Source: an optimization exercise on an open RTL-to-GDS flow (aim: small area). Production flows keep margins and buffers that such runs may drop. Function was checked by simulation only, so behaviour that the tests miss may differ from the original. No activity file was given, so power comes from the tool's default toggle rates.

### flow/flow/mysynth.tcl
proc synth {args} { yosys synth -nofsm -noshare {*}$args }
set fh [open $::env(SCRIPTS_DIR)/synth.tcl]
set txt [read $fh]
close $fh
if {[info exists ::env(MY_ABC_SCRIPT)] && $::env(MY_ABC_SCRIPT) ne ""} {
  set txt [string map [list {log_cmd abc {*}$abc_args} {log_cmd abc -script $::env(MY_ABC_SCRIPT) {*}[lrange $abc_args 2 end]}] $txt]
}
eval $txt
# left out here: clear keep_hierarchy, flatten, clean up, hide names made inside functions, write 1_2_yosys.v
### flow/flow/area.abc
&get -n
&st
&deepsyn -T 120
&st
&dch
&nf -R 1000 -p
&put
topo
dnsize -c
### flow/design.v
`timescale 1ns/1ps
package motorPkg;
    localparam int numPhases = 3;
    localparam int numSteps = 6;
    typedef logic [2:0] stepIdxT;
    typedef logic [11:0] pwmLenT;
    typedef logic [15:0] levelT;
endpackage
module carryChain #(
    parameter int N = 16
) (
    input  logic [N-1:0] g,
    input  logic [N-1:0] p,
    input  logic         cin,
    output logic [N:0]   carry
);
    localparam int NG = (N + 3) / 4;
    logic [NG:0] groupCarry;
    assign groupCarry[0] = cin;
    for (genvar k = 0; k < NG; k++) begin : genGroup
        localparam int LO = 4 * k;
        localparam int HI = (4 * k + 3 < N - 1) ? 4 * k + 3 : N - 1;
        logic groupG;
        logic groupP;
        always_comb begin
            groupG = 1'b0;
            groupP = 1'b1;
            for (int i = LO; i <= HI; i++) begin
                groupG = g[i] | (p[i] & groupG);
                groupP = groupP & p[i];
            end
        end
        assign groupCarry[k+1] = groupG | (groupP & groupCarry[k]);
        assign carry[LO] = groupCarry[k];
        for (genvar i = LO; i < HI; i++) begin : genInner
            assign carry[i+1] = g[i] | (p[i] & carry[i]);
        end
    end
    assign carry[N] = groupCarry[NG];
endmodule
`timescale 1ns/1ps
package regPkg;
    typedef logic [5:0] regAddrT;
    localparam regAddrT ctrlAddr = 6'd0;
    localparam regAddrT stepLenAddr = 6'd1;
    localparam regAddrT levelBase = 6'd16;
    localparam regAddrT levelStride = 6'd8;
    typedef struct packed {
        logic [6:0]     pad;
        logic           enable;
        logic [11:0] pwmMin;
        logic [11:0] pwmLen;
    } ctrlViewT;
    typedef struct packed {
        logic [7:0]  pad;
        logic [23:0] stepLen;
    } stepViewT;
    typedef struct packed {
        logic [15:0]     pad;
        logic [15:0] level;
    } levelViewT;
    typedef union packed {
        ctrlViewT  ctrlView;
        stepViewT  stepView;
        levelViewT levelView;
    } regWordT;
endpackage
`timescale 1ns/1ps
module motorRegs (
    input  logic                clk,
    input  logic                rstN,
    input  logic                regWe,
    input  logic [5:0]          regAddr,
    input  logic [31:0]         regWdata,
    input  logic [2:0]          stepIdx,
    output logic                enable,
    output logic [11:0]         pwmLen,
    output logic [11:0]         pwmMin,
    output logic [23:0]         stepLen,
    output logic [47:0]         levels
);
    logic [15:0] levelTable [3][6];
    logic [31:0] wdata;
    assign wdata = regWdata & {32{rstN}};
    always_ff @(posedge clk) begin
        if (!rstN || (regWe && regAddr == 6'd0)) begin
            pwmLen <= wdata[11:0];
            pwmMin <= wdata[23:12];
            enable <= wdata[24];
        end
    end
    always_ff @(posedge clk) begin
        if (!rstN || (regWe && regAddr == 6'd1)) begin
            stepLen <= wdata[23:0];
        end
    end
    for (genvar p = 0; p < 3; p++) begin : genPhase
        for (genvar s = 0; s < 6; s++) begin : genStep
            always_ff @(posedge clk) begin
                if (!rstN || (regWe && regAddr == 6'(16 + 8 * p + s))) begin
                    levelTable[p][s] <= wdata[15:0];
                end
            end
        end
        assign levels[p*16 +: 16] = levelTable[p][stepIdx];
    end
endmodule
`timescale 1ns/1ps
module stepSequencer (
    input  logic        clk,
    input  logic        rstN,
    input  logic        enable,
    input  logic [23:0] stepLen,
    output logic [2:0]  stepIdx,
    output logic        stepStart,
    output logic        stepEnd
);
    logic [23:0] countP1;
    logic [23:0] countInc;
    logic [24:0] incCarry;
    logic [24:0] cmpCarry;
    logic        firstCycle;
    assign incCarry[0] = 1'b1;
    for (genvar i = 0; i < 24; i++) begin : genInc
        assign countInc[i] = countP1[i] ^ incCarry[i];
        assign incCarry[i+1] = incCarry[i] & countP1[i];
    end
    carryChain #(.N(24)) cmp0 (
        .g     (countP1 & ~stepLen),
        .p     (countP1 | ~stepLen),
        .cin   (1'b1),
        .carry (cmpCarry)
    );
    assign firstCycle = (countP1 == 24'd1);
    assign stepStart = enable && firstCycle;
    assign stepEnd = enable && !firstCycle && cmpCarry[24];
    always_ff @(posedge clk) begin
        if (!enable || stepEnd) begin
            countP1 <= 24'd1;
        end else begin
            countP1 <= countInc;
        end
    end
    always_ff @(posedge clk) begin
        if (!rstN || !enable) begin
            stepIdx <= '0;
        end else if (stepEnd) begin
            stepIdx <= (stepIdx == 3'd5) ? 3'd0 : stepIdx + 3'd1;
        end
    end
endmodule
`timescale 1ns/1ps
module pwmGenerator (
    input  logic        clk,
    input  logic        rstN,
    input  logic        enable,
    input  logic [11:0] pwmLen,
    input  logic [11:0] pwmMin,
    input  logic        stepEnd,
    input  logic [15:0] level,
    output logic        pwm,
    output logic [15:0] lost
);
    logic [11:0] periodCnt;
    logic [11:0] periodDec;
    logic [12:0] periodBorrow;
    logic        reload;
    logic        reloadQ;
    logic        periodStart;
    logic [11:0] remainder;
    logic [15:0] sum;
    logic [16:0] sumCarry;
    logic [12:0] minCarry;
    logic        loadPulse;
    logic [15:0] pulseCnt;
    logic [15:0] pulseDec;
    logic [16:0] pulseBorrow;
    logic [15:0] balance;
    logic        owed;
    logic [15:0] addend;
    logic [15:0] balanceNext;
    logic [16:0] balanceCarry;
    assign periodBorrow[0] = 1'b1;
    for (genvar i = 0; i < 12; i++) begin : genPeriod
        assign periodDec[i] = periodCnt[i] ^ periodBorrow[i];
        assign periodBorrow[i+1] = periodBorrow[i] & !periodCnt[i];
    end
    assign reload = (periodCnt == 12'd1) || stepEnd || (level == '0) || !enable;
    always_ff @(posedge clk) begin
        reloadQ <= reload;
        periodCnt <= reload ? pwmLen : periodDec;
    end
    assign periodStart = reloadQ && !reload;
    logic [15:0] remWide;
    assign remWide = {4'd0, remainder};
    carryChain #(.N(16)) sumChain (
        .g     (remWide & level),
        .p     (remWide ^ level),
        .cin   (1'b0),
        .carry (sumCarry)
    );
    assign sum = remWide ^ level ^ sumCarry[15:0];
    carryChain #(.N(12)) minChain (
        .g     (sum[11:0] & ~pwmMin),
        .p     (sum[11:0] | ~pwmMin),
        .cin   (1'b1),
        .carry (minCarry)
    );
    assign loadPulse = minCarry[12] || (sum[15:12] != '0);
    always_ff @(posedge clk) begin
        if (!enable || stepEnd || (periodStart && loadPulse)) begin
            remainder <= '0;
        end else if (periodStart) begin
            remainder <= sum[11:0];
        end
    end
    assign pulseBorrow[0] = 1'b1;
    for (genvar i = 0; i < 16; i++) begin : genPulse
        assign pulseDec[i] = pulseCnt[i] ^ pulseBorrow[i];
        assign pulseBorrow[i+1] = pulseBorrow[i] & !pulseCnt[i];
    end
    assign pwm = (pulseCnt != '0);
    always_ff @(posedge clk) begin
        if (!rstN || !enable) begin
            pulseCnt <= '0;
        end else if (periodStart && loadPulse) begin
            pulseCnt <= sum;
        end else if (pwm) begin
            pulseCnt <= pulseDec;
        end
    end
    assign addend = periodStart ? level : {{15{pwm | owed}}, pwm ^ owed};
    carryChain #(.N(16)) balanceChain (
        .g     (balance & addend),
        .p     (balance ^ addend),
        .cin   (1'b0),
        .carry (balanceCarry)
    );
    assign balanceNext = balance ^ addend ^ balanceCarry[15:0];
    always_ff @(posedge clk) begin
        owed <= periodStart && pwm;
        if (!enable || stepEnd) begin
            balance <= '0;
        end else begin
            balance <= balanceNext;
        end
    end
    always_ff @(posedge clk) begin
        if (!rstN || stepEnd) begin
            lost <= balanceNext & {16{rstN}};
        end
    end
endmodule
`timescale 1ns/1ps
module motorPwmTop (
    input  logic        clk,
    input  logic        rstN,
    input  logic        regWe,
    input  logic [5:0]  regAddr,
    input  logic [31:0] regWdata,
    output logic [2:0]  pwm,
    output logic [2:0]  stepIdx,
    output logic        stepStart,
    output logic        stepEnd,
    output logic [47:0] lost,
    output logic [2:0]  lostValid
);
    logic        enable;
    logic [11:0] pwmLen;
    logic [11:0] pwmMin;
    logic [23:0] stepLen;
    logic [47:0] levels;
    logic        reportValid;
    motorRegs regs0 (
        .clk      (clk),
        .rstN     (rstN),
        .regWe    (regWe),
        .regAddr  (regAddr),
        .regWdata (regWdata),
        .stepIdx  (stepIdx),
        .enable   (enable),
        .pwmLen   (pwmLen),
        .pwmMin   (pwmMin),
        .stepLen  (stepLen),
        .levels   (levels)
    );
    stepSequencer seq0 (
        .clk       (clk),
        .rstN      (rstN),
        .enable    (enable),
        .stepLen   (stepLen),
        .stepIdx   (stepIdx),
        .stepStart (stepStart),
        .stepEnd   (stepEnd)
    );
    always_ff @(posedge clk) begin
        if (!rstN) begin
            reportValid <= 1'b0;
        end else begin
            reportValid <= stepEnd;
        end
    end
    assign lostValid = {3{reportValid}};
    for (genvar p = 0; p < 3; p++) begin : genPhase
        pwmGenerator gen (
            .clk     (clk),
            .rstN    (rstN),
            .enable  (enable),
            .pwmLen  (pwmLen),
            .pwmMin  (pwmMin),
            .stepEnd (stepEnd),
            .level   (levels[p*16 +: 16]),
            .pwm     (pwm[p]),
            .lost    (lost[p*16 +: 16])
        );
    end
endmodule
### flow/flow/run.sh
#!/bin/bash
# Standard layout, with synthesis mapping the logic for area (no full-adder
# extraction, an area-oriented ABC script; registers untouched), small port
# buffers and a clock tree of small buffers without dummy loads.
set -euo pipefail
here=$(pwd)
export MY_ABC_SCRIPT=$here/flow/area.abc
bash standard.sh \
  SYNTH_SCRIPT=$here/flow/mysynth.tcl \
  ADDER_MAP_FILE= \
  "BUFFER_PORTS_ARGS=-buffer_cell sky130_fd_sc_hd__buf_1" \
  "CTS_ARGS=-sink_clustering_enable -repair_clock_nets -dont_use_dummy_load -buf_list {sky130_fd_sc_hd__clkbuf_4 sky130_fd_sc_hd__clkbuf_8}" \
  finish > standard.log 2>&1
### flow/config.mk
export PLATFORM = sky130hd
export DESIGN_NAME = motorPwmTop
export DESIGN_NICKNAME = motorPwmTop
export VERILOG_FILES = /design/flow/design.v
export SDC_FILE = /design/flow/constraint.sdc
export NUM_CORES = 4
export LEC_CHECK = 0
export CAP_MARGIN = 20
export CORE_MARGIN = 2
export CORE_UTILIZATION = 40
export GPL_TIMING_DRIVEN = 0
export SLEW_MARGIN = 20
### flow/constraint.sdc
create_clock -name core_clock -period 8.0 [get_ports {clk}]
set_input_delay 1.6000 -clock core_clock [delete_from_list [all_inputs] [get_ports {clk}]]
set_output_delay 1.6000 -clock core_clock [all_outputs]
set_load 0.01 [all_outputs]
### flow/standard.sh
#!/bin/bash
# synth_recipe.tcl (not shown) runs the flow's synth.tcl, then flattens the netlist and writes it again
# the make line also repeats each setting of config.mk as NAME=value (left out here)
make -C /OpenROAD-flow-scripts/flow DESIGN_CONFIG=/design/flow/config.mk WORK_HOME=/design/flow/orfs CLKGATE_MAP_FILE= SYNTH_SCRIPT=/design/flow/synth_recipe.tcl "${@:-finish}"
==> summary.txt, run 1 <==
Max rail drop VDD 112.6 uV; Mapped Cells 1999; simple-gate share of the synthesized area 13.86%; routability congestion estimate 0.8409; hold buffers post-CTS 0; met2 wire length 32840 um; worst relative slew slack 25.13%; post-DR vias/cell 5.749; CTS Root Cell clkbuf_8; post-synth top area share 47.32%; Hold/Removal Path Class reg -> reg; Setup TNS 0 ns; crit end category flip-flop; MaxCap Viol Count 0; run status no timing/DRC/antenna violations; antenna violations before repair 2; mean routed wirelength per cell 22.76 um; initial core utilization 40.48%; Clock transition at path regs 0.05 ns; Worst setup SP type flip-flop; total grt overflow 0; antenna-violating nets left 0; die area 0.06307 mm2; Chip Height 251.1 um; Post-Synth XOR/XNOR Area 6.310%; Final period util 96.63%; Final #Nets 2309; hold path depth 1; CTS sink cnt 587; final number of setup-violating endpoints 0; PwrDens 275.0 mW/mm2; vias in the first global route 17131; Fmax 0.1294 GHz; critical path arrival 8.24 ns; Hold EP seq0.countP1[0]$_SDFF_PP1_; Routed WL 69390 um; CTS max path bufs 3; Hold Vio Cnt, Final 0; final cell count without fillers 3049; Worst Tran Pin Value 1.122 ns; vias 17529; Reg2Reg Capture Point genPhase[2].gen.pulseCnt[9]$_SDFFE_PP0P_; top cell type by total area after synthesis edfxtp_1; Adder-Cell Fraction of Synth Area 2.171%; wl on met1 29020 um; number of synthesized flops with an enable pin 385; most frequent cells in the layout 385 x edfxtp_1, 199 x dfxtp_1, 194 x nor2_1, 107 x nand2_1, 103 x xnor2_1; CP required 8.51 ns; # IOs 100; RSZ-0062 raised after global routing true; CP max FO 19; Worst R2R Path Depth 27; ys flop type edfxtp_1; leakage power 9.688 nW; share of cells above drive strength 1 11.34%; largest net degree at the start of global routing 49; P&R area growth vs syn 17.47%; first-pass GRT wire length 103600 um; Die X 251.1 um; WL met3 5307 um; Yosys warning total 8; complex-gate fraction of the synthesized area 12.70%; CP Class reg -> reg; GRT Total Usage 21.89%; Seq/Total Area, Yosys 63.87%; CTS buffer count 96; largest family of logic cells by synthesized area simple AND/OR/NAND/NOR gates; H-Tree Depth 3; final slew viol count 0; Cell Rows 90; DR pass1 iterations 6; clock latency on the worst-skew pair 0.69 ns; most common cell after layout, fill and taps aside edfxtp_1; asr flop ratio synth 0%; Synth cell types 52; hold path start seq0.countP1[0]$_SDFF_PP1_; Final Critical Period 7.730 ns; # DRC 0; Mean Syn Cell Area 12.22 um2; clock skew 0.06004 ns; synth top area cells edfxtp_1 47%, dfxtp_1 17%, xnor2_1 3.8%, nor2_1 3.1%, a222oi_1 2.6%; drt initial violations 1716; R2R Setup Slk 0.27 ns; syn nets 2040; worst r2r src seq0.stepIdx[1]$_SDFFE_PP0P_; max layer used met4; post-synthesis mux area share 0.3175%; placed insts 2908; port bufs 92; Yosys reg bits 587; Mapped Area 0.02443 mm2; Post-DP HPWL 46620 um; core area 0.06036 mm2; CTS tree done
-- cell usage after synthesis (7+ instances only) --
library cell / n
or3_1: 8
o21a_1: 56
edfxtp_1: 385
nor4_1: 24
xnor2_1: 105
o31ai_1: 7
a222oi_1: 63
nand2_1: 111
nand4_1: 10
nor3_1: 88
o22ai_1: 53
nor2b_1: 75
clkinv_1: 38
a31oi_1: 9
nand2b_1: 42
nand3_1: 49
a221oi_1: 13
nor2_1: 200
xor2_1: 71
o21ai_0: 82
dfxtp_1: 202
a22o_1: 16
a21oi_1: 61
maj3_1: 53
a22oi_1: 51
and2_0: 58
and3_1: 14
-- through the flow --
stage          util, %  power (mW)  hold WS (ns)  setup slack [ns]  cell area, um2
2_1_floorplan        -       5.218        0.4216          -0.03470           24490
3_3_place_gp     42.78       5.609        0.4553            -2.785           25820
3_5_place_dp     44.44       5.698        0.4634            -1.916           26820
4_1_cts          46.98       7.826        0.4791          0.002634           28350
5_1_grt          47.55       8.319        0.5039          -0.08485           28700
6_report         47.55       7.892        0.4746            0.2699           28700
-- timing repair --
action	4_1_cts	5_1_grt
buffers inserted	11	25
gates resized for setup	19	49
setup endpoints to repair	120	80
pin swaps	10	22
cloned	8	0
-- kinds of logic after synthesis --
logic type / Yosys count
AOI/OAI and AO/OA: 442
xor gates and xnor gates: 176
buffers and inverters: 44
adders and majority gates: 53
and+or+nand+nor: 690
muxes: 7
DFF: 587
-- worst max-delay path by stage --
stage | from | endpoint | cells past startpoint
after global routing | seq0.countP1[2]$_SDFF_PP0_ | genPhase[1].gen.lost[15]$_DFFE_PP_ | 44
after CTS | regs0.stepLen[1]$_DFFE_PP_ | genPhase[1].gen.lost[15]$_DFFE_PP_ | 44
after global placement | seq0.stepIdx[0]$_SDFFE_PP0P_ | genPhase[0].gen.lost[15]$_DFFE_PP_ | 29
final | seq0.stepIdx[1]$_SDFFE_PP0P_ | genPhase[2].gen.pulseCnt[9]$_SDFFE_PP0P_ | 27
after floorplan | regs0.stepLen[1]$_DFFE_PP_ | genPhase[2].gen.lost[15]$_DFFE_PP_ | 43
after detailed placement | seq0.countP1[2]$_SDFF_PP0_ | genPhase[1].gen.lost[15]$_DFFE_PP_ | 44
-- report_power, final --
part	switching, mW	internal, mW
logic	1.03	0.809
registers	0.230	3.71
clock network	1.06	1.05
total	2.32	5.57
-- critical path, cell delays in order, from the launching register on --
cell and delay [ns]:
dfxtp_4 0.44, nand2b_4 0.24, nor2b_4 0.07, buf_16 0.16
buf_16 0.17, a222oi_1 0.31, nand3_2 0.28, xor2_1 0.25
a32o_1 0.31, maj3_1 0.40, maj3_1 0.41, maj3_1 0.41
maj3_1 0.41, maj3_1 0.41, maj3_1 0.41, maj3_1 0.41
maj3_1 0.41, maj3_1 0.39, nand2b_1 0.17, o21ai_2 0.10
nand2b_1 0.18, nor2b_1 0.07, and2_0 0.19, a22o_1 0.21
a21o_2 0.30, nand4_1 0.18, buf_4 0.17, o22ai_1 0.08
-- state kept, by name, summed over array words and instances (netlist names) --
register / cells
genPhase.gen.balance: 48
genPhase.gen.lost: 48
genPhase.gen.owed: 3
genPhase.gen.periodCnt: 36
genPhase.gen.pulseCnt: 48
genPhase.gen.reloadQ: 3
genPhase.gen.remainder: 36
regs0.enable: 1
regs0.levelTable: 288
regs0.pwmLen: 12
regs0.pwmMin: 12
regs0.stepLen: 24
reportValid: 1
seq0.countP1: 24
seq0.stepIdx: 3
-- per-layer routing --
layer / up-vias / track usage, %
met2: 632 / 35.67
met1: 8681 / 28.61
met5: - / 0
met3: 109 / 4.328
met4: 0 / 9.048
li1: 8107 / -
-- final cells by class --
type,instances,area [um2]
fill,5328,31660
sequential,587,15610
multi-input combinational,1376,9226
timing repair buffer,163,1370
clock buffer,96,1321
tap,782,978.4
inverter,38,142.6
buffer,6,45.04
antenna,1,2.502
==> run 2, diff against run 1 <==
--- a/flow/flow/run.sh
+++ b/flow/flow/run.sh
@@ -10,4 +10,4 @@
   ADDER_MAP_FILE= \
   "BUFFER_PORTS_ARGS=-buffer_cell sky130_fd_sc_hd__buf_1" \
-  "CTS_ARGS=-sink_clustering_enable -repair_clock_nets -dont_use_dummy_load -buf_list {sky130_fd_sc_hd__clkbuf_4 sky130_fd_sc_hd__clkbuf_8}" \
+  "CTS_ARGS=-sink_clustering_enable -repair_clock_nets -dont_use_dummy_load -buf_list {sky130_fd_sc_hd__clkbuf_4} -sink_clustering_size 8 -sink_clustering_max_diameter 50" \
   finish > standard.log 2>&1
==> summary.txt, run 2 <==
synth top area cells edfxtp_1 47%, dfxtp_1 17%, xnor2_1 3.8%, nor2_1 3.1%, a222oi_1 2.6% (unchanged); asr flop ratio synth 0% (unchanged); final number of setup-violating endpoints 0 (unchanged); ys flop type edfxtp_1 (unchanged); number of synthesized flops with an enable pin 385 (unchanged); Mapped Cells 1999 (unchanged); Die X 251.1 um (unchanged); CP Class reg -> reg (unchanged); CTS sink cnt 587 (unchanged); P_sw 2.235 mW (was 2.318 mW); Seq/Total Area, Yosys 63.87% (unchanged); Cell Rows 90 (unchanged); CTS tree done (unchanged); Worst Tran Pin Value 1.128 ns (was 1.122 ns); complex-gate fraction of the synthesized area 12.70% (unchanged); CTS Root Cell clkbuf_4 (was clkbuf_8); antenna violations before repair 3 (was 2); drt initial violations 1888 (was 1716); Max rail drop VDD 87.17 uV (was 112.6 uV); CTS max path bufs 3 (unchanged); Mean Syn Cell Area 12.22 um2 (unchanged); Final Critical Period 7.718 ns (was 7.730 ns); MaxCap Viol Count 0 (unchanged); top cell type by total area after synthesis edfxtp_1 (unchanged); post-DR vias/cell 5.743 (was 5.749); Yosys warning total 8 (unchanged); fillers 5417 (was 5328); Clock Power Share 20.2% (was 26.7%); GRT Total Usage 21.85% (was 21.89%); Pwr Total 7.233 mW (was 7.892 mW); H-Tree Depth 3 (unchanged); die area 0.06307 mm2 (unchanged); Post-DP HPWL 46620 um (unchanged); GRT Max-Usage Layer met2 (unchanged); post-synthesis mux area share 0.3175% (unchanged); simple-gate share of the synthesized area 13.86% (unchanged); routability congestion estimate 0.8409 (unchanged); Hold Vio Cnt, Final 0 (unchanged); post-synth top area share 47.32% (unchanged); met2 GRT Util 35.67% (unchanged); Hold/Removal Path Class reg -> reg (unchanged); design area 0.02802 mm2 (was 0.02870 mm2); CP max FO 19 (unchanged); CP required 8.69 ns (was 8.51 ns); Largest stage delay, worst path 0.45 ns (was 0.44 ns); Adder-Cell Fraction of Synth Area 2.171% (unchanged); syn nets 2040 (unchanged); most common cell after layout, fill and taps aside edfxtp_1 (unchanged); Mapped Area 0.02443 mm2 (unchanged); Setup TNS 0 ns (unchanged); Sw Ratio 30.90% (was 29.37%); Final #Nets 2300 (was 2309); leakage power 9.389 nW (was 9.688 nW); CP most frequent cell maj3_1 (unchanged); P&R area growth vs syn 14.69% (was 17.47%); DR pass1 iterations 8 (was 6); Synth cell types 52 (unchanged); Clock transition at path regs 0.09 ns (was 0.05 ns); top cells by count, synth 385 x edfxtp_1, 202 x dfxtp_1, 200 x nor2_1, 111 x nand2_1, 105 x xnor2_1 (unchanged); Routed WL 69460 um (was 69390 um); largest family of logic cells by synthesized area simple AND/OR/NAND/NOR gates (unchanged); Post-DP Area 0.02682 mm2 (unchanged); vias 17458 (was 17529); # DRC 0 (unchanged); worst relative slew slack 24.79% (was 25.13%); crit end category flip-flop (unchanged); M1 GR Usage 28.69% (was 28.61%); Comb pwr share 25.5% (was 23.3%); critical path arrival 8.41 ns (was 8.24 ns); Seq pwr share 54.4% (was 50.0%); run status no timing/DRC/antenna violations (unchanged); first-pass GRT wire length 103400 um (was 103600 um); Fmax 0.1296 GHz (was 0.1294 GHz); Yosys reg bits 587 (unchanged); # IOs 100 (unchanged); most frequent cells in the layout 385 x edfxtp_1, 198 x dfxtp_1, 194 x nor2_1, 107 x nand2_1, 103 x xnor2_1 (was 385 x edfxtp_1, 199 x dfxtp_1, 194 x nor2_1, 107 x nand2_1, 103 x xnor2_1); antenna-violating nets left 0 (unchanged); placed insts 2908 (unchanged); port bufs 92 (unchanged); Worst setup SP type flip-flop (unchanged); most frequent cell after synthesis edfxtp_1 (unchanged); CP max-delay cell dfxtp_4 (unchanged); share of cells above drive strength 1 11.03% (was 11.34%); vias in the first global route 16961 (was 17131); core area 0.06036 mm2 (unchanged); Post-Synth XOR/XNOR Area 6.310% (unchanged); final cell count without fillers 3040 (was 3049); max reg flops 288 (unchanged); Chip Height 251.1 um (unchanged); PwrDens 258.2 mW/mm2 (was 275.0 mW/mm2); total grt overflow 0 (unchanged); largest net degree at the start of global routing 49 (unchanged); Final period util 96.48% (was 96.63%); Top reg by flops regs0.levelTable (unchanged); GR Util met3 4.359% (was 4.328%); internal power 4.998 mW (was 5.574 mW); final slew viol count 0 (unchanged); CTS buffer count 85 (was 96); clock latency on the worst-skew pair 0.89 ns (was 0.69 ns); initial core utilization 40.48% (unchanged); hold buffers post-CTS 0 (unchanged); mean routed wirelength per cell 22.85 um (was 22.76 um); clock skew 0.1168 ns (was 0.06004 ns)
-- run 2: cell counts after synthesis --
Identical to the previous run, type by type.
-- run 2: stage by stage --
step                      hold slack, ns  util [%]  worst slack (ns)
after floorplan                   0.4216         -          -0.03470
after global placement            0.4553     42.78            -2.785
after detailed placement          0.4634     44.44            -1.916
after CTS                         0.4608     45.80          -0.05448
after global routing              0.5139     46.42           -0.1354
final                             0.4883     46.42            0.2815
-- run 2: cell families after synthesis --
family,Yosys count
and+or+nand+nor,690
DFF,587
AOI/OAI and AO/OA,442
xor gates and xnor gates,176
adders and majority gates,53
buffers and inverters,44
muxes,7
-- run 2: worst max-delay path, delay by kind of cell, from the launching register on --
| kind | cells | cell delay, ns |
|---|---|---|
| compound gates | 6 | 1.32 |
| xor+xnor | 1 | 0.25 |
| fa+ha+maj | 9 | 3.65 |
| buf+inv | 3 | 0.51 |
| flops | 1 | 0.45 |
| simple gates | 8 | 1.35 |
-- run 2: layout make-up --
class,instances,area [um2],share of cell area [%]
inverter,38,142.6,0.5091
antenna,1,2.502,0.008931
sequential,587,15620,55.73
buffer,6,45.04,0.1608
multi-input combinational,1376,9213,32.88
clock buffer,85,638.1,2.277
tap,782,978.4,3.492
timing repair buffer,165,1385,4.943
-- run 2: final timing paths --
| check | from | endpoint | slack, ns | cells past startpoint |
|---|---|---|---|---|
| max reg2reg | seq0.stepIdx[1]$_SDFFE_PP0P_ | genPhase[2].gen.pulseCnt[1]$_SDFFE_PP0P_ | 0.28 | 27 |
| min | seq0.countP1[0]$_SDFF_PP1_ | seq0.countP1[0]$_SDFF_PP1_ | 0.49 | 1 |
| min reg2reg | seq0.countP1[0]$_SDFF_PP1_ | seq0.countP1[0]$_SDFF_PP1_ | 0.49 | 1 |
| max | seq0.stepIdx[1]$_SDFFE_PP0P_ | genPhase[2].gen.pulseCnt[1]$_SDFFE_PP0P_ | 0.28 | 27 |
-- run 2: metal layers --
| metal | vias up | part of all wire, % |
|---|---|---|
| li1 | 8119 | - |
| met1 | 8613 | 42 |
| met2 | 609 | 48 |
| met3 | 117 | 6.9 |
| met4 | 0 | 3.2 |
| met5 | - | 0 |
-- run 2: repair_timing --
item                       in CTS  in global routing
pin swaps                      10                 24
setup endpoints to repair     121                 80
cloned                          7                  1
setup buffers                  10                 28
resized for setup              17                 49
hold endpoints to repair        0                  0
-- run 2: power groups by stage --
| stage | registers, mW | logic [mW] | clock network, mW |
|---|---|---|---|
| finish | 3.93 | 1.84 | 1.46 |
| global route | 3.97 | 2.06 | 1.62 |
| CTS | 3.93 | 1.73 | 1.51 |
| detailed placement | 4.00 | 1.70 | 0 |
| global placement | 3.99 | 1.62 | 0 |
| floorplan | 3.98 | 1.24 | 0 |
==> run 3, diff against run 2 <==
--- a/flow/design.v
+++ b/flow/design.v
@@ -95,4 +95,11 @@
         end
     end
+    logic [5:0] stepSel;
+    assign stepSel[0] = !stepIdx[2] && !stepIdx[1] && !stepIdx[0];
+    assign stepSel[1] = !stepIdx[2] && !stepIdx[1] &&  stepIdx[0];
+    assign stepSel[2] = !stepIdx[2] &&  stepIdx[1] && !stepIdx[0];
+    assign stepSel[3] = !stepIdx[2] &&  stepIdx[1] &&  stepIdx[0];
+    assign stepSel[4] =  stepIdx[2] && !stepIdx[0];
+    assign stepSel[5] =  stepIdx[2] &&  stepIdx[0];
     for (genvar p = 0; p < 3; p++) begin : genPhase
         for (genvar s = 0; s < 6; s++) begin : genStep
@@ -103,5 +110,8 @@
             end
         end
-        assign levels[p*16 +: 16] = levelTable[p][stepIdx];
+        assign levels[p*16 +: 16] =
+              ({16{stepSel[0]}} & levelTable[p][0]) | ({16{stepSel[1]}} & levelTable[p][1])
+            | ({16{stepSel[2]}} & levelTable[p][2]) | ({16{stepSel[3]}} & levelTable[p][3])
+            | ({16{stepSel[4]}} & levelTable[p][4]) | ({16{stepSel[5]}} & levelTable[p][5]);
     end
 endmodule
@@ -215,5 +225,5 @@
         end
     end
-    assign pulseBorrow[0] = 1'b1;
+    assign pulseBorrow[0] = pwm;
     for (genvar i = 0; i < 16; i++) begin : genPulse
         assign pulseDec[i] = pulseCnt[i] ^ pulseBorrow[i];
@@ -226,5 +236,5 @@
         end else if (periodStart && loadPulse) begin
             pulseCnt <= sum;
-        end else if (pwm) begin
+        end else begin
             pulseCnt <= pulseDec;
         end
--- a/flow/flow/run.sh
+++ b/flow/flow/run.sh
@@ -9,4 +9,5 @@
   SYNTH_SCRIPT=$here/flow/mysynth.tcl \
   ADDER_MAP_FILE= \
+  RECOVER_POWER=100 \
   "BUFFER_PORTS_ARGS=-buffer_cell sky130_fd_sc_hd__buf_1" \
   "CTS_ARGS=-sink_clustering_enable -repair_clock_nets -dont_use_dummy_load -buf_list {sky130_fd_sc_hd__clkbuf_4} -sink_clustering_size 8 -sink_clustering_max_diameter 50" \
==> flow/flow/area.abc (replaced) <==
&get -n
&st
&dch
&nf -R 1000
&put
topo
dnsize -c
--- a/flow/config.mk
+++ b/flow/config.mk
@@ -8,5 +8,5 @@
 export CAP_MARGIN = 20
 export CORE_MARGIN = 2
-export CORE_UTILIZATION = 40
+export CORE_UTILIZATION = 70
 export GPL_TIMING_DRIVEN = 0
 export SLEW_MARGIN = 20
==> summary.txt, run 3 <==
CTS max path bufs 3 (unchanged); CTS tree done (unchanged); Mapped Area 0.02465 mm2 (was 0.02443 mm2); P&R area growth vs syn 8.311% (was 14.69%); CP required 8.60 ns (was 8.69 ns); Routed WL 61160 um (was 69460 um); vias 17711 (was 17458); setup ws final 0.3363 ns (was 0.2815 ns); M1 GR Usage 46.57% (was 28.69%); hold buffers post-CTS 0 (unchanged); MaxCap Viol Count 8 (was 0); Final #Nets 2303 (was 2300); Seq/Total Area, Yosys 63.32% (was 63.87%); clock skew 0.1027 ns (was 0.1168 ns); leakage power 9.147 nW (was 9.389 nW); met2 GRT Util 53.55% (was 35.67%); post-synth top area share 46.91% (was 47.32%); H-Tree Depth 3 (unchanged); fillers 2271 (was 5417); top cell type by total area after synthesis edfxtp_1 (unchanged); CP Class reg -> reg (unchanged); initial core utilization 71.17% (was 40.48%); worst r2r src seq0.stepIdx[0]$_SDFFE_PP0P_ (was seq0.stepIdx[1]$_SDFFE_PP0P_); synth top area cells edfxtp_1 47%, dfxtp_1 16%, xnor2_1 4.5%, nor2_1 3.7%, a222oi_1 3.5% (was edfxtp_1 47%, dfxtp_1 17%, xnor2_1 3.8%, nor2_1 3.1%, a222oi_1 2.6%); port bufs 92 (unchanged); hold path start seq0.countP1[0]$_SDFF_PP1_ (unchanged); Cell Rows 68 (was 90); most common cell after layout, fill and taps aside edfxtp_1 (unchanged); PwrDens 292.6 mW/mm2 (was 258.2 mW/mm2); Hold Vio Cnt, Final 0 (unchanged); number of synthesized flops with an enable pin 385 (unchanged); vias in the first global route 16822 (was 16961); Mapped Cells 2041 (was 1999); Clock transition at path regs 0.09 ns (about the same); first-pass GRT wire length 93240 um (was 103400 um); critical path arrival 8.27 ns (was 8.41 ns); CTS Root Cell clkbuf_4 (unchanged); final number of setup-violating endpoints 0 (unchanged); Chip Height 191.6 um (was 251.1 um); GR Util met3 5.847% (was 4.359%); ys flop type edfxtp_1 (unchanged); worst relative slew slack -59.65% (was 24.79%); Final period util 95.80% (was 96.48%); CTS sink cnt 587 (unchanged); GRT Total Usage 33.74% (was 21.85%); Worst Tran Pin Value 2.395 ns (was 1.128 ns); DR pass1 iterations 7 (was 8); share of cells above drive strength 1 5.885% (was 11.03%); final slew viol count 161 (was 0); # IOs 100 (unchanged); syn nets 2082 (was 2040); largest net degree at the start of global routing 49 (unchanged); crit end category flip-flop (unchanged); core area 0.03463 mm2 (was 0.06036 mm2); asr flop ratio synth 0% (unchanged); Final Critical Period 7.664 ns (was 7.718 ns); Yosys reg bits 587 (unchanged); fin util 77.09% (was 46.42%); Die X 191.6 um (was 251.1 um); CTS buffer count 83 (was 85); clock latency on the worst-skew pair 0.84 ns (was 0.89 ns); # DRC 0 (unchanged); post-DR vias/cell 6.521 (was 5.743); most frequent cells in the layout 385 x edfxtp_1, 239 x nor2_1, 202 x dfxtp_1, 138 x nand2_1, 128 x xnor2_1 (was 385 x edfxtp_1, 198 x dfxtp_1, 194 x nor2_1, 107 x nand2_1, 103 x xnor2_1); design area 0.02669 mm2 (was 0.02802 mm2); register area 0.01561 mm2 (was 0.01562 mm2); Post-DP HPWL 40960 um (was 46620 um); top cells by count, synth 385 x edfxtp_1, 241 x nor2_1, 202 x dfxtp_1, 140 x nand2_1, 128 x xnor2_1 (was 385 x edfxtp_1, 202 x dfxtp_1, 200 x nor2_1, 111 x nand2_1, 105 x xnor2_1); routability congestion estimate 0.8513 (was 0.8409); run status failed layout checks (was no timing/DRC/antenna violations); Worst setup SP type flip-flop (unchanged); DP Worst Slack -1.465 ns (was -1.916 ns); most frequent cell after synthesis edfxtp_1 (unchanged); GRT Max-Usage Layer met2 (unchanged); Layout Check Fails max-capacitance violations, max-slew violations; R2R Setup Slk 0.34 ns (was 0.28 ns); Max rail drop VDD 213.1 uV (was 87.17 uV); antenna violations before repair 1 (was 3); antenna-violating nets left 0 (unchanged); Top reg by flops regs0.levelTable (unchanged); Synth cell types 52 (unchanged); CP max FO 21 (was 19); hold path depth 1 (unchanged); drt initial violations 2017 (was 1888); die area 0.03673 mm2 (was 0.06307 mm2); Hold/Removal Path Class reg -> reg (unchanged); mean routed wirelength per cell 22.52 um (was 22.85 um); crit path launch seq0.stepIdx[0]$_SDFFE_PP0P_ (was seq0.stepIdx[1]$_SDFFE_PP0P_); total grt overflow 0 (unchanged); Fmax 0.1305 GHz (was 0.1296 GHz); Yosys warning total 8 (unchanged); Post-DP Area 0.02631 mm2 (was 0.02682 mm2); max reg flops 288 (unchanged); Mean Syn Cell Area 12.08 um2 (was 12.22 um2); Worst R2R Path Depth 24 (was 27); footprint of the multi-input gates 0.008945 mm2 (was 0.009213 mm2)
==> run 3: cell count changes after synthesis, sizes merged, moves of 36 or more <==
cell | previous run | this run
a22oi | 51 | 15
a211oi | 1 | 62
and2 | 58 | 94
nor3 | 88 | 44
o22ai | 53 | 13
nor2b | 75 | 25
nor2 | 200 | 241
==> run 3: worst max-delay path, stage by stage, from the launching register on <==
cell and delay (ns):
dfxtp_1 0.48, nor3_4 0.71, buf_8 0.26, buf_8 0.19, a222oi_1 0.10, nand2_1 0.32
xor2_1 0.16, a32o_1 0.32, maj3_1 0.40, maj3_1 0.41, maj3_1 0.41, maj3_1 0.41
maj3_1 0.42, a21oi_1 0.34, o21ai_0 0.21, nand2_1 0.10, nand2_1 0.10, maj3_1 0.38
xor2_1 0.20, a221oi_1 0.29, nor2_1 0.09, nor2_2 0.31, buf_6 0.25, nand2b_1 0.47
a211oi_1 0.10
==> run 3: what timing repair did <==
action | in CTS | in global routing
setup buffers | 0 | 2
cloned | 2 | 1
pin swaps | 0 | 2
gates resized for setup | 11 | 13
setup endpoints to repair | 61 | 51
==> run 3: metal layers <==
| metal | vias up | routed length (um) |
|---|---|---|
| met5 | - | 0 |
| met4 | 0 | 2297 |
| met3 | 162 | 5686 |
| met2 | 897 | 28620 |
| met1 | 8509 | 24560 |
| li1 | 8143 | - |
==> run 3: worst paths after layout <==
kind                                                             endpoint
worst max-delay path            genPhase[0].gen.remainder[5]$_SDFFE_PP0P_
worst min-delay path                           seq0.countP1[0]$_SDFF_PP1_
worst max register to register  genPhase[0].gen.remainder[5]$_SDFFE_PP0P_
worst min register to register                 seq0.countP1[0]$_SDFF_PP1_
==> run 3: report_power, final <==
part / switching (mW) / internal [mW] / total (mW)
sequential: 0.249 / 3.78 / 4.02
clock: 0.924 / 0.477 / 1.40
combinational: 1.41 / 0.977 / 2.38
total: 2.58 / 5.23 / 7.81
==> run 3: layout make-up <==
cell class / instances / share of cell area [%]
flip-flops and latches: 587 / 58.46
multi-input cells: 1398 / 33.51
repair buffers: 133 / 2.597
clock buffers: 83 / 2.334
well taps: 455 / 2.133
inverters: 53 / 0.7921
plain buffers: 6 / 0.1687
diodes: 1 / 0.009374
==> run 3: cells by family (layout without fill, tap and decap cells) <==
group,Yosys count,in the layout,synth area share (%)
compound gates,425,425,12.09
xor+xnor,218,218,7.747
fa+ha+maj,53,53,2.153
buf+inv,59,275,0.9899
flops,587,587,63.32
mux,4,4,0.1777
other cells,0,1,0
simple gates,695,698,13.53
==> run 3: metrics by stage <==
stage                     setup TNS [ns]  std cells  hold WS, ns  power (mW)
after CTS                              0       2712       0.4804       7.831
after floorplan                        0       2041       0.4058       5.862
after global routing            -0.05845       2716       0.5099       8.272
after detailed placement          -32.21       2627       0.4570       6.452
final                                  0       2716       0.4864       7.810
after global placement           -299.05       2588       0.4327       6.321
==> run 4, diff against run 3 <==
--- a/flow/flow/run.sh
+++ b/flow/flow/run.sh
@@ -9,5 +9,4 @@
   SYNTH_SCRIPT=$here/flow/mysynth.tcl \
   ADDER_MAP_FILE= \
-  RECOVER_POWER=100 \
   "BUFFER_PORTS_ARGS=-buffer_cell sky130_fd_sc_hd__buf_1" \
   "CTS_ARGS=-sink_clustering_enable -repair_clock_nets -dont_use_dummy_load -buf_list {sky130_fd_sc_hd__clkbuf_4} -sink_clustering_size 8 -sink_clustering_max_diameter 50" \
--- a/flow/config.mk
+++ b/flow/config.mk
@@ -8,5 +8,5 @@
 export CAP_MARGIN = 20
 export CORE_MARGIN = 2
-export CORE_UTILIZATION = 70
+export CORE_UTILIZATION = 40
 export GPL_TIMING_DRIVEN = 0
 export SLEW_MARGIN = 20
==> summary.txt, run 4 <==
run status no timing/DRC/antenna violations (was failed layout checks); CTS sink cnt 587 (unchanged); top cells by count, synth 385 x edfxtp_1, 241 x nor2_1, 202 x dfxtp_1, 140 x nand2_1, 128 x xnor2_1 (unchanged); final slew viol count 0 (was 161); CP required 8.58 ns (was 8.60 ns); post-synth top area share 46.91% (unchanged); vias 17261 (was 17711); most frequent cells in the layout 385 x edfxtp_1, 239 x nor2_1, 200 x dfxtp_1, 137 x nand2_1, 128 x xnor2_1 (was 385 x edfxtp_1, 239 x nor2_1, 202 x dfxtp_1, 138 x nand2_1, 128 x xnor2_1); total grt overflow 0 (unchanged); # DRC 0 (unchanged); GRT Total Usage 20.31% (was 33.74%); Cell Rows 90 (was 68); H-Tree Depth 3 (unchanged); port bufs 92 (unchanged); DR pass1 iterations 8 (was 7); Clock transition at path regs 0.09 ns (about the same); routability congestion estimate 0.8480 (was 0.8513); placed insts 2952 (was 2627); setup ws final 0.4249 ns (was 0.3363 ns); die area 0.06362 mm2 (was 0.03673 mm2); final number of setup-violating endpoints 0 (unchanged); Yosys warning total 8 (unchanged); Post-DP Area 0.02677 mm2 (was 0.02631 mm2); RSZ-0062 raised after global routing false; top cell type by total area after synthesis edfxtp_1 (unchanged); CTS max path bufs 3 (unchanged); fillers 5547 (was 2271); Top reg by flops regs0.levelTable (unchanged); Hold/Removal Path Class reg -> reg (unchanged); Worst setup SP type flip-flop (unchanged); Chip Height 252.2 um (was 191.6 um); post-DR vias/cell 5.643 (was 6.521); leakage power 9.430 nW (was 9.147 nW); clock skew 0.09371 ns (was 0.1027 ns); antenna violations before repair 7 (was 1); DP Worst Slack -1.118 ns (was -1.465 ns); Yosys reg bits 587 (unchanged); P_sw 2.601 mW (was 2.581 mW); CTS tree done (unchanged); ys flop type edfxtp_1 (unchanged); CP most frequent cell maj3_1 (unchanged); Post-DP HPWL 42360 um (was 40960 um); syn nets 2082 (unchanged); antenna-violating nets left 0 (unchanged); P&R area growth vs syn 12.09% (was 8.311%); Max rail drop VDD 103.4 uV (was 213.1 uV); CTS buffer count 87 (was 83); Setup TNS 0 ns (unchanged); Final #Nets 2318 (was 2303); crit end category flip-flop (unchanged); core area 0.06058 mm2 (was 0.03463 mm2); most common cell after layout, fill and taps aside edfxtp_1 (unchanged); Largest stage delay, worst path 0.47 ns (was 0.71 ns); Top delay family on crit path simple AND/OR/NAND/NOR gates (was adder cells); design area 0.02763 mm2 (was 0.02669 mm2); hold buffers post-CTS 0 (unchanged); Routed WL 65030 um (was 61160 um); Sw Ratio 33.06% (was 33.04%); CP max-delay cell and3_4 (was nor3_4); initial core utilization 40.68% (was 71.17%); internal power 5.266 mW (was 5.230 mW); Comb pwr share 30.3% (was 30.5%); Die X 252.2 um (was 191.6 um); Mean Syn Cell Area 12.08 um2 (unchanged); Final Critical Period 7.575 ns (was 7.664 ns); Seq/Total Area, Yosys 63.32% (unchanged); vias in the first global route 17107 (was 16822); largest net degree at the start of global routing 52 (was 49); Clock Power Share 18.7% (was 17.9%); CP Class reg -> reg (unchanged); synth top area cells edfxtp_1 47%, dfxtp_1 16%, xnor2_1 4.5%, nor2_1 3.7%, a222oi_1 3.5% (unchanged); Mapped Area 0.02465 mm2 (unchanged); share of cells above drive strength 1 8.615% (was 5.885%); Mapped Cells 2041 (unchanged); max reg flops 288 (unchanged); Hold Vio Cnt, Final 0 (unchanged); Worst Tran Pin Value 1.146 ns (was 2.395 ns); mean routed wirelength per cell 21.26 um (was 22.52 um); Fmax 0.1320 GHz (was 0.1305 GHz); worst relative slew slack 23.53% (was -59.65%); asr flop ratio synth 0% (unchanged); CP bufs+invs 2 (was 3); PwrDens 284.8 mW/mm2 (was 292.6 mW/mm2); CP max FO 32 (was 21); # IOs 100 (unchanged); Seq pwr share 51.1% (was 51.5%); number of synthesized flops with an enable pin 385 (unchanged); Synth cell types 52 (unchanged); clock latency on the worst-skew pair 0.85 ns (was 0.84 ns); critical path arrival 8.16 ns (was 8.27 ns); most frequent cell after synthesis edfxtp_1 (unchanged); MaxCap Viol Count 0 (was 8); Final period util 94.69% (was 95.80%); first-pass GRT wire length 98640 um (was 93240 um); drt initial violations 1736 (was 2017); final cell count without fillers 3059 (was 2716); CTS Root Cell clkbuf_4 (unchanged); hold slack final 0.4459 ns (was 0.4864 ns)
[run 4: cell counts after synthesis]
No cell type changed its count.
[run 4: cells by family after synthesis]
kind of cell,Yosys count,share of synthesized area (%)
adders and majority gates,53,2.153
xor gates and xnor gates,218,7.747
and+or+nand+nor,695,13.53
DFF,587,63.32
buffers and inverters,59,0.9899
muxes,4,0.1777
AOI/OAI and AO/OA,425,12.09
[run 4: per-stage QoR]
stage | util (%) | power (mW)
6_report | 45.60 | 7.868
5_1_grt | 45.60 | 8.405
4_1_cts | 45.33 | 7.948
3_5_place_dp | 44.19 | 6.461
3_3_place_gp | 42.91 | 6.363
2_1_floorplan | - | 5.862
[run 4: area by class of cell]
class,count,area [um2],area share [%]
buffer,6,45.04,0.1630
clock buffer,87,653.1,2.364
sequential,587,15610,56.49
tap,782,978.4,3.542
inverter,53,200.2,0.7246
multi-input combinational,1401,9079,32.86
timing repair buffer,141,1059,3.832
antenna,2,5.005,0.01812
[run 4: routing by layer]
layer / vias to the layer above / share of wire (%) / track usage [%]
met5: - / 0.086 / 0
li1: 8173 / - / -
met1: 8415 / 43 / 26.10
met2: 558 / 48 / 34.07
met4: 10 / 2.5 / 7.185
met3: 105 / 7.2 / 4.161
[run 4: final timing paths]
path / to / start / cells past startpoint / slack [ns]
worst min register to register: seq0.countP1[0]$_SDFF_PP1_ / seq0.countP1[0]$_SDFF_PP1_ / 1 / 0.45
worst max-delay path: genPhase[0].gen.lost[15]$_DFFE_PP_ / seq0.countP1[0]$_SDFF_PP1_ / 32 / 0.42
worst min-delay path: seq0.countP1[0]$_SDFF_PP1_ / seq0.countP1[0]$_SDFF_PP1_ / 1 / 0.45
worst max register to register: genPhase[0].gen.lost[15]$_DFFE_PP_ / seq0.countP1[0]$_SDFF_PP1_ / 32 / 0.42
[run 4: repair_timing]
action	4_1_cts	5_1_grt
resized for setup	12	10
endpoints found under the hold margin	0	0
setup buffers	0	12
setup endpoints to repair	41	49
pin swaps	0	3
gates cloned	2	4
[run 4: power groups by stage]
stage	combinational [mW]	clock, mW	sequential, mW
after floorplan	1.77	0	4.09
after global placement	2.29	0	4.07
after detailed placement	2.38	0	4.08
after CTS	2.40	1.53	4.02
after global routing	2.69	1.64	4.07
final	2.38	1.47	4.02
==> run 5, diff against run 4 <==
==> flow/flow/area.abc (replaced) <==
&get -n
&st
&deepsyn -T 120
&st
&dch
&nf -R 1000 -p
&put
topo
dnsize -c
--- a/flow/config.mk
+++ b/flow/config.mk
@@ -6,7 +6,7 @@
 export NUM_CORES = 4
 export LEC_CHECK = 0
-export CAP_MARGIN = 20
+export CAP_MARGIN = 0
 export CORE_MARGIN = 2
 export CORE_UTILIZATION = 40
 export GPL_TIMING_DRIVEN = 0
-export SLEW_MARGIN = 20
+export SLEW_MARGIN = 0
==> summary.txt, run 5 <==
CTS buffer count 84 (was 87); P_sw 2.607 mW (was 2.601 mW); vias in the first global route 16548 (was 17107); routability congestion estimate 0.7964 (was 0.8480); post-synth top area share 47.79% (was 46.91%); critical path arrival 9.33 ns (was 8.16 ns); mean routed wirelength per cell 20.89 um (was 21.26 um); Seq/Total Area, Yosys 64.50% (was 63.32%); hold path depth 2 (was 1); Chip Height 249.9 um (was 252.2 um); run status failed layout checks (was no timing/DRC/antenna violations); Yosys reg bits 587 (unchanged); share of cells above drive strength 1 14.81% (was 8.615%); ys flop type edfxtp_1 (unchanged); drt initial violations 1336 (was 1736); simple-gate share of the synthesized area 13.72% (was 13.53%); worst relative slew slack 4.637% (was 23.53%); Final period util 109.4% (was 94.69%); Seq pwr share 48.7% (was 51.1%); Post-Synth XOR/XNOR Area 7.313% (was 7.747%); initial core utilization 40.31% (was 40.68%); Max rail drop VDD 106.4 uV (was 103.4 uV); synth top area cells edfxtp_1 48%, dfxtp_1 17%, xnor2_1 4.9%, nor2_1 3.1%, o22ai_1 2.9% (was edfxtp_1 47%, dfxtp_1 16%, xnor2_1 4.5%, nor2_1 3.7%, a222oi_1 3.5%); PwrDens 291.6 mW/mm2 (was 284.8 mW/mm2); Worst R2R Path Depth 61 (was 32); hold slack final 0.4724 ns (was 0.4459 ns); RSZ-0062 raised after global routing true (was false); top cells by count, synth 385 x edfxtp_1, 202 x dfxtp_1, 200 x nor2_1, 136 x xnor2_1, 119 x nand2_1 (was 385 x edfxtp_1, 241 x nor2_1, 202 x dfxtp_1, 140 x nand2_1, 128 x xnor2_1); number of synthesized flops with an enable pin 385 (unchanged); MaxCap Viol Count 0 (unchanged); setup ws final -0.7523 ns (was 0.4249 ns); top cell type by total area after synthesis edfxtp_1 (unchanged); P&R area growth vs syn 15.82% (was 12.09%); syn nets 2029 (was 2082); CTS max path bufs 3 (unchanged); most frequent cell after synthesis edfxtp_1 (unchanged); core area 0.06002 mm2 (was 0.06058 mm2); largest family of logic cells by synthesized area simple AND/OR/NAND/NOR gates (unchanged); Post-DP HPWL 40960 um (was 42360 um); most common cell after layout, fill and taps aside edfxtp_1 (unchanged); internal power 5.563 mW (was 5.266 mW); Worst Tran Pin Value 1.430 ns (was 1.146 ns); crit end category flip-flop (unchanged); Cell Rows 90 (unchanged); Clock Power Share 17.7% (was 18.7%); leakage power 9.573 nW (was 9.430 nW); clock skew 0.08870 ns (was 0.09371 ns); antenna-violating nets left 0 (unchanged); CP max-delay cell dfxtp_1 (was and3_4); Largest stage delay, worst path 0.46 ns (was 0.47 ns); CP Class reg -> reg (unchanged); Clock transition at path regs 0.10 ns (was 0.09 ns); first-pass GRT wire length 96290 um (was 98640 um); Sw Ratio 31.91% (was 33.06%); Synth cell types 51 (was 52); hold path start genPhase[2].gen.remainder[5]$_SDFFE_PP0P_ (was seq0.countP1[0]$_SDFF_PP1_); CTS tree done (unchanged); Top reg by flops regs0.levelTable (unchanged); Routed WL 64290 um (was 65030 um); Hold Vio Cnt, Final 0 (unchanged); Mean Syn Cell Area 12.17 um2 (was 12.08 um2); Comb pwr share 33.7% (was 30.3%); port bufs 92 (unchanged); Mapped Cells 1988 (was 2041); CP required 8.58 ns (about the same); hold buffers post-CTS 0 (unchanged); Pwr Total 8.170 mW (was 7.868 mW); total grt overflow 0 (unchanged); Final #Nets 2338 (was 2318); post-synthesis mux area share 0.1862% (was 0.1777%); vias 16989 (was 17261); complex-gate fraction of the synthesized area 10.62% (was 12.09%); CTS Root Cell clkbuf_4 (unchanged); final slew viol count 0 (unchanged); CP max FO 6 (was 32); Hold EP genPhase[2].gen.remainder[5]$_SDFFE_PP0P_ (was seq0.countP1[0]$_SDFF_PP1_); final number of setup-violating endpoints 8 (was 0); Reg2Reg Capture Point genPhase[2].gen.lost[3]$_DFFE_PP_ (was genPhase[0].gen.lost[15]$_DFFE_PP_); Final Critical Period 8.752 ns (was 7.575 ns); GRT Total Usage 20.18% (was 20.31%); # DRC 0 (unchanged); Worst setup SP type flip-flop (unchanged); fin util 46.68% (was 45.60%); post-DR vias/cell 5.519 (was 5.643); largest net degree at the start of global routing 56 (was 52); max reg flops 288 (unchanged); Hold/Removal Path Class reg -> reg (unchanged); clock latency on the worst-skew pair 0.84 ns (was 0.85 ns); R2R Setup Slk -0.75 ns (was 0.42 ns); Layout Check Fails negative setup slack; Die X 249.9 um (was 252.2 um); asr flop ratio synth 0% (unchanged); CP most frequent cell buf_4 (was maj3_1); Adder-Cell Fraction of Synth Area 2.607% (was 2.153%); worst r2r src seq0.countP1[0]$_SDFF_PP1_ (unchanged); Mapped Area 0.02419 mm2 (was 0.02465 mm2); antenna violations before repair 2 (was 7); # IOs 100 (unchanged); Yosys warning total 8 (unchanged); H-Tree Depth 3 (unchanged); most frequent cells in the layout 385 x edfxtp_1, 199 x dfxtp_1, 198 x nor2_1, 131 x xnor2_1, 110 x o22ai_1 (was 385 x edfxtp_1, 239 x nor2_1, 200 x dfxtp_1, 137 x nand2_1, 128 x xnor2_1); DR pass1 iterations 6 (was 8); Fmax 0.1143 GHz (was 0.1320 GHz); die area 0.06246 mm2 (was 0.06362 mm2); CTS sink cnt 587 (unchanged)
run 5: changes by cell type after synthesis, sizes merged, moves of 19 or more:
| cell | delta |
|---|---|
| a211oi | -61 |
| a222oi | -51 |
| and2 | -19 |
| nand2 | -21 |
| nor2 | -41 |
| nor2b | +37 |
| o21ai | +19 |
| o22ai | +98 |
| xor2 | -24 |
run 5: repair_timing:
item	4_1_cts	5_1_grt
pin swaps	29	41
cloned	4	1
buffers inserted	60	33
setup endpoints to repair	74	54
resized for setup	66	46
run 5: metal layers:
layer | up-vias | wire [um] | track usage, % | part of all wire (%)
li1 | 8015 | - | - | -
met4 | 0 | 2534 | 9.621 | 3.9
met2 | 514 | 30140 | 32.52 | 47
met1 | 8318 | 27230 | 26.13 | 42
met5 | - | 0 | 0 | 0
met3 | 142 | 4383 | 4.026 | 6.8
run 5: layout make-up:
cell class | count | area, um2
inverter | 56 | 212.7
buffer | 6 | 45.04
multi-input combinational | 1344 | 8960
timing repair buffer | 218 | 1580
sequential | 587 | 15610
antenna | 1 | 2.502
tap | 782 | 978.4
clock buffer | 84 | 630.6
fill | 5425 | 32000
run 5: worst max path at each step:
stage	slack, ns	startpoint	endpoint	cells past startpoint
3_3_place_gp	-3.47	seq0.stepIdx[0]$_SDFFE_PP0P_	genPhase[1].gen.lost[15]$_DFFE_PP_	30
3_5_place_dp	-2.09	regs0.stepLen[0]$_DFFE_PP_	genPhase[2].gen.lost[15]$_DFFE_PP_	43
6_report	-0.75	seq0.countP1[0]$_SDFF_PP1_	genPhase[2].gen.lost[3]$_DFFE_PP_	61
5_1_grt	-1.18	seq0.countP1[0]$_SDFF_PP1_	genPhase[2].gen.lost[3]$_DFFE_PP_	61
2_1_floorplan	-0.85	regs0.stepLen[1]$_DFFE_PP_	genPhase[2].gen.lost[15]$_DFFE_PP_	43
4_1_cts	-0.63	regs0.stepLen[1]$_DFFE_PP_	genPhase[2].gen.lost[15]$_DFFE_PP_	43
run 5: critical path: cells and delay by family (launching register included):
family	cells	cell delay [ns]
buffers and inverters	33	4.08
AO/OA/AOI/OAI	19	2.65
AND/OR/NAND/NOR	6	0.68
flip-flops	1	0.46
XOR/XNOR	2	0.34
adder cells (fa/ha/maj)	1	0.24
run 5: logic make-up after synthesis:
group,Yosys count
flip-flops,587
buffers and inverters,62
multiplexers,4
adder cells (fa/ha/maj),63
AND/OR/NAND/NOR,666
AO/OA/AOI/OAI,404
XOR/XNOR,202
run 5: power by group through the flow:
stage | Clock, mW | Sequential [mW] | Combinational, mW
final | 1.44 | 3.98 | 2.75
after global routing | 1.60 | 4.02 | 3.01
after CTS | 1.49 | 3.97 | 2.52
after detailed placement | 0 | 4.03 | 2.16
after global placement | 0 | 4.02 | 2.08
after floorplan | 0 | 4.03 | 1.57
run 5: stage by stage:
stage	cells	cell area (um2)	setup slack [ns]	TNS [ns]
6_report	3078	28020	-0.7523	-4.469
3_5_place_dp	2894	26220	-2.095	-52.25
5_1_grt	3078	28020	-1.183	-12.32
3_3_place_gp	2862	25600	-3.469	-520.29
2_1_floorplan	1988	24280	-0.8451	-9.049
4_1_cts	3042	27570	-0.6269	-4.733
==> run 6, diff against run 5 <==
--- a/flow/flow/run.sh
+++ b/flow/flow/run.sh
@@ -9,4 +9,5 @@
   SYNTH_SCRIPT=$here/flow/mysynth.tcl \
   ADDER_MAP_FILE= \
+  RECOVER_POWER=100 \
   "BUFFER_PORTS_ARGS=-buffer_cell sky130_fd_sc_hd__buf_1" \
   "CTS_ARGS=-sink_clustering_enable -repair_clock_nets -dont_use_dummy_load -buf_list {sky130_fd_sc_hd__clkbuf_4} -sink_clustering_size 8 -sink_clustering_max_diameter 50" \
==> flow/flow/area.abc (replaced) <==
&get -n
&st
&dch
&nf -R 1000
&put
topo
dnsize -c
--- a/flow/config.mk
+++ b/flow/config.mk
@@ -8,5 +8,5 @@
 export CAP_MARGIN = 0
 export CORE_MARGIN = 2
-export CORE_UTILIZATION = 40
+export CORE_UTILIZATION = 70
 export GPL_TIMING_DRIVEN = 0
 export SLEW_MARGIN = 0
==> summary.txt, run 6 <==
Worst Tran Pin Value 4.399 ns (was 1.430 ns); ys flop type edfxtp_1 (unchanged); Die X 191.6 um (was 249.9 um); H-Tree Depth 3 (unchanged); Fmax 0.1291 GHz (was 0.1143 GHz); CP Class reg -> reg (unchanged); syn nets 2082 (was 2029); hold path depth 1 (was 2); critical path arrival 8.39 ns (was 9.33 ns); Clock transition at path regs 0.10 ns (about the same); hold buffers post-CTS 0 (unchanged); hold path start seq0.countP1[0]$_SDFF_PP1_ (was genPhase[2].gen.remainder[5]$_SDFFE_PP0P_); MaxCap Viol Count 6 (was 0); number of synthesized flops with an enable pin 385 (unchanged); crit path launch seq0.stepIdx[0]$_SDFFE_PP0P_ (was seq0.countP1[0]$_SDFF_PP1_); CP max FO 24 (was 6); Max rail drop VDD 225.8 uV (was 106.4 uV); CTS buffer count 83 (was 84); clock latency on the worst-skew pair 0.83 ns (was 0.84 ns); Hold Vio Cnt, Final 0 (unchanged); Cell Rows 68 (was 90); leakage power 9.154 nW (was 9.573 nW); Mean Syn Cell Area 12.08 um2 (was 12.17 um2); worst r2r src seq0.stepIdx[0]$_SDFFE_PP0P_ (was seq0.countP1[0]$_SDFF_PP1_); drt initial violations 2200 (was 1336); post-DR vias/cell 6.527 (was 5.519); core area 0.03463 mm2 (was 0.06002 mm2); most common cell after layout, fill and taps aside edfxtp_1 (unchanged); most frequent cells in the layout 385 x edfxtp_1, 240 x nor2_1, 202 x dfxtp_1, 137 x nand2_1, 128 x xnor2_1 (was 385 x edfxtp_1, 199 x dfxtp_1, 198 x nor2_1, 131 x xnor2_1, 110 x o22ai_1); run status failed layout checks (unchanged); Final Critical Period 7.748 ns (was 8.752 ns); Largest stage delay, worst path 0.76 ns (was 0.46 ns); PwrDens 293.2 mW/mm2 (was 291.6 mW/mm2); fin util 77.05% (was 46.68%); Final period util 96.85% (was 109.4%); simple-gate share of the synthesized area 13.53% (was 13.72%); largest family of logic cells by synthesized area simple AND/OR/NAND/NOR gates (unchanged); asr flop ratio synth 0% (unchanged); most frequent cell after synthesis edfxtp_1 (unchanged); Cell Chain, Critical Path nor3_4 -> buf_16 -> buf_16 -> a222oi_1 -> nand2_1 -> xor2_1 -> a32o_1 -> maj3_1 -> maj3_1 -> maj3_1 -> maj3_1 -> maj3_1 -> a21oi_1 -> o21ai_0 -> nand2_1 -> nand2_1 -> maj3_1 -> xor2_1 -> a221oi_1 -> nor2_1 -> nor2_1 -> buf_8 -> nand2b_1 -> a211oi_1; antenna violations before repair 1 (was 2); first-pass GRT wire length 94310 um (was 96290 um); CTS Root Cell clkbuf_4 (unchanged); Routed WL 61440 um (was 64290 um); GRT Total Usage 34.00% (was 20.18%); design area 0.02668 mm2 (was 0.02802 mm2); Worst setup SP type flip-flop (unchanged); largest net degree at the start of global routing 49 (was 56); worst relative slew slack -196.3% (was 4.637%); crit end category flip-flop (unchanged); CTS sink cnt 587 (unchanged); mean routed wirelength per cell 22.65 um (was 20.89 um); fillers 2264 (was 5425); Worst R2R Path Depth 24 (was 61); Reg2Reg Capture Point genPhase[0].gen.remainder[3]$_SDFFE_PP0P_ (was genPhase[2].gen.lost[3]$_DFFE_PP_); Mapped Area 0.02465 mm2 (was 0.02419 mm2); Layout Check Fails max-capacitance violations, max-slew violations (was negative setup slack); initial core utilization 71.17% (was 40.31%); Adder-Cell Fraction of Synth Area 2.153% (was 2.607%); top cell type by total area after synthesis edfxtp_1 (unchanged); Top reg by flops regs0.levelTable (unchanged); P&R area growth vs syn 8.255% (was 15.82%); Yosys warning total 8 (unchanged); port bufs 92 (unchanged); Pwr Total 7.823 mW (was 8.170 mW); Post-DP HPWL 40160 um (was 40960 um); top cells by count, synth 385 x edfxtp_1, 241 x nor2_1, 202 x dfxtp_1, 140 x nand2_1, 128 x xnor2_1 (was 385 x edfxtp_1, 202 x dfxtp_1, 200 x nor2_1, 136 x xnor2_1, 119 x nand2_1); Top delay family on crit path adder cells (was buffers and inverters); post-synthesis mux area share 0.1777% (was 0.1862%); Hold/Removal Path Class reg -> reg (unchanged); DR pass1 iterations 9 (was 6); synth top area cells edfxtp_1 47%, dfxtp_1 16%, xnor2_1 4.5%, nor2_1 3.7%, a222oi_1 3.5% (was edfxtp_1 48%, dfxtp_1 17%, xnor2_1 4.9%, nor2_1 3.1%, o22ai_1 2.9%); clock skew 0.1026 ns (was 0.08870 ns); CP required 8.64 ns (was 8.58 ns); max reg flops 288 (unchanged); Chip Height 191.6 um (was 249.9 um); Setup TNS 0 ns (was -4.469 ns); total grt overflow 0 (unchanged); Final #Nets 2300 (was 2338); complex-gate fraction of the synthesized area 12.09% (was 10.62%); CTS tree done (unchanged); # IOs 100 (unchanged); RSZ-0062 raised after global routing false (was true); vias 17708 (was 16989); Seq/Total Area, Yosys 63.32% (was 64.50%); post-synth top area share 46.91% (was 47.79%); Yosys reg bits 587 (unchanged); R2R Setup Slk 0.25 ns (was -0.75 ns); final number of setup-violating endpoints 0 (was 8); share of cells above drive strength 1 5.671% (was 14.81%); CP bufs+invs 3 (was 33); CTS max path bufs 3 (unchanged); Post-DP Area 0.02632 mm2 (was 0.02622 mm2); Synth cell types 52 (was 51); # DRC 0 (unchanged); die area 0.03673 mm2 (was 0.06246 mm2); hold slack final 0.4930 ns (was 0.4724 ns); routability congestion estimate 0.8513 (was 0.7964); final slew viol count 181 (was 0); Mapped Cells 2041 (was 1988); Hold EP seq0.countP1[0]$_SDFF_PP1_ (was genPhase[2].gen.remainder[5]$_SDFFE_PP0P_); vias in the first global route 17053 (was 16548); CP max-delay cell nor3_4 (was dfxtp_1); Post-Synth XOR/XNOR Area 7.747% (was 7.313%); CP most frequent cell maj3_1 (was buf_4); antenna-violating nets left 0 (unchanged)
run 6: cells by family after synthesis:
| family | count (synthesis) |
|---|---|
| AO/OA/AOI/OAI | 425 |
| adder cells (fa/ha/maj) | 53 |
| flip-flops | 587 |
| buffers and inverters | 59 |
| multiplexers | 4 |
| AND/OR/NAND/NOR | 695 |
| XOR/XNOR | 218 |
run 6: worst reg2reg max path, stage by stage, from the launching register on:
cell      delay (ns)
dfxtp_1         0.49
nor3_4          0.76
buf_16          0.24
buf_16          0.20
a222oi_1        0.12
nand2_1         0.34
xor2_1          0.17
a32o_1          0.32
maj3_1          0.40
maj3_1          0.41
maj3_1          0.41
maj3_1          0.41
maj3_1          0.41
a21oi_1         0.34
o21ai_0         0.23
nand2_1         0.11
nand2_1         0.10
maj3_1          0.38
xor2_1          0.20
a221oi_1        0.28
nor2_1          0.09
nor2_1          0.36
buf_8           0.25
nand2b_1        0.49
a211oi_1        0.11
run 6: power by group:
part           switching, mW  internal (mW)  total [mW]
clock network          0.929          0.477        1.41
registers              0.252           3.78        4.03
logic                   1.41          0.975        2.39
run 6: worst max-delay path by stage:
stage	to	slack, ns	cells past startpoint
3_5_place_dp	genPhase[1].gen.lost[15]$_DFFE_PP_	-2.78	30
4_1_cts	genPhase[1].gen.lost[15]$_DFFE_PP_	0.12	30
2_1_floorplan	genPhase[1].gen.remainder[1]$_SDFFE_PP0P_	0.02	20
3_3_place_gp	genPhase[1].gen.remainder[5]$_SDFFE_PP0P_	-2.59	20
6_report	genPhase[0].gen.remainder[3]$_SDFFE_PP0P_	0.25	24
5_1_grt	genPhase[1].gen.lost[15]$_DFFE_PP_	0.01	31
run 6: what timing repair did:
item | CTS | global route
gates cloned | 2 | 1
pin swaps | 0 | 2
buffers inserted | 0 | 4
setup endpoints to repair | 102 | 25
resized for setup | 15 | 11
run 6: routing by layer:
layer | track usage, % | share of wire (%) | routed length, um
met1 | 47.41 | 40 | 24440
met2 | 54.67 | 47 | 29120
met3 | 6.139 | 10 | 6175
met4 | 11.07 | 2.8 | 1702
met5 | 0 | 0 | 0
run 6: stage by stage:
stage / instances / setup WS (ns)
detailed placement: 2622 / -2.776
CTS: 2707 / 0.1221
finish: 2713 / 0.2521
floorplan: 2041 / 0.01578
global placement: 2588 / -2.589
global route: 2713 / 0.01038
run 6: area by class of cell:
| type | count | area [um2] | area share, % |
|---|---|---|---|
| multi-input cells | 1398 | 8919 | 33.43 |
| inverters | 53 | 211.5 | 0.7925 |
| clock buffers | 83 | 623.1 | 2.335 |
| diodes | 1 | 2.502 | 0.009379 |
| repair buffers | 130 | 705.7 | 2.645 |
| flip-flops and latches | 587 | 15610 | 58.49 |
| well taps | 455 | 569.3 | 2.134 |
| plain buffers | 6 | 45.04 | 0.1688 |

separate check: timing with driven ports:
Ports are ideal in the flow. The routed layouts listed here were re-timed in OpenROAD.
Step 1: set_driving_cell puts a clkbuf_16 on clk and a buf_2 on each other input, an assumption about the parent block.
Step 2 moves the port delays by t, midway between the first and last clock arrival at a register: inputs arrive t later, outputs are due t later. That takes back most of the time a late clock gives input paths.
Slacks: no drivers / after step 1 / after step 2; pairs: no drivers / after step 1.
| run | t (ns) | setup slack, ns | cell pins on the clock port's net |
|---|---|---|---|
| run 1 | 0.723 | 0.270 / 0.270 / 0.270 | 1 |
| run 2 | 0.887 | 0.282 / 0.282 / 0.282 | 1 |
| run 3 | 0.840 | 0.336 / 0.336 / 0.336 | 1 |
| run 4 | 0.857 | 0.425 / 0.425 / 0.425 | 1 |
| run 5 | 0.853 | -0.752 / -0.752 / -0.752 | 1 |
| run 6 | 0.825 | 0.252 / 0.252 / 0.252 | 1 |
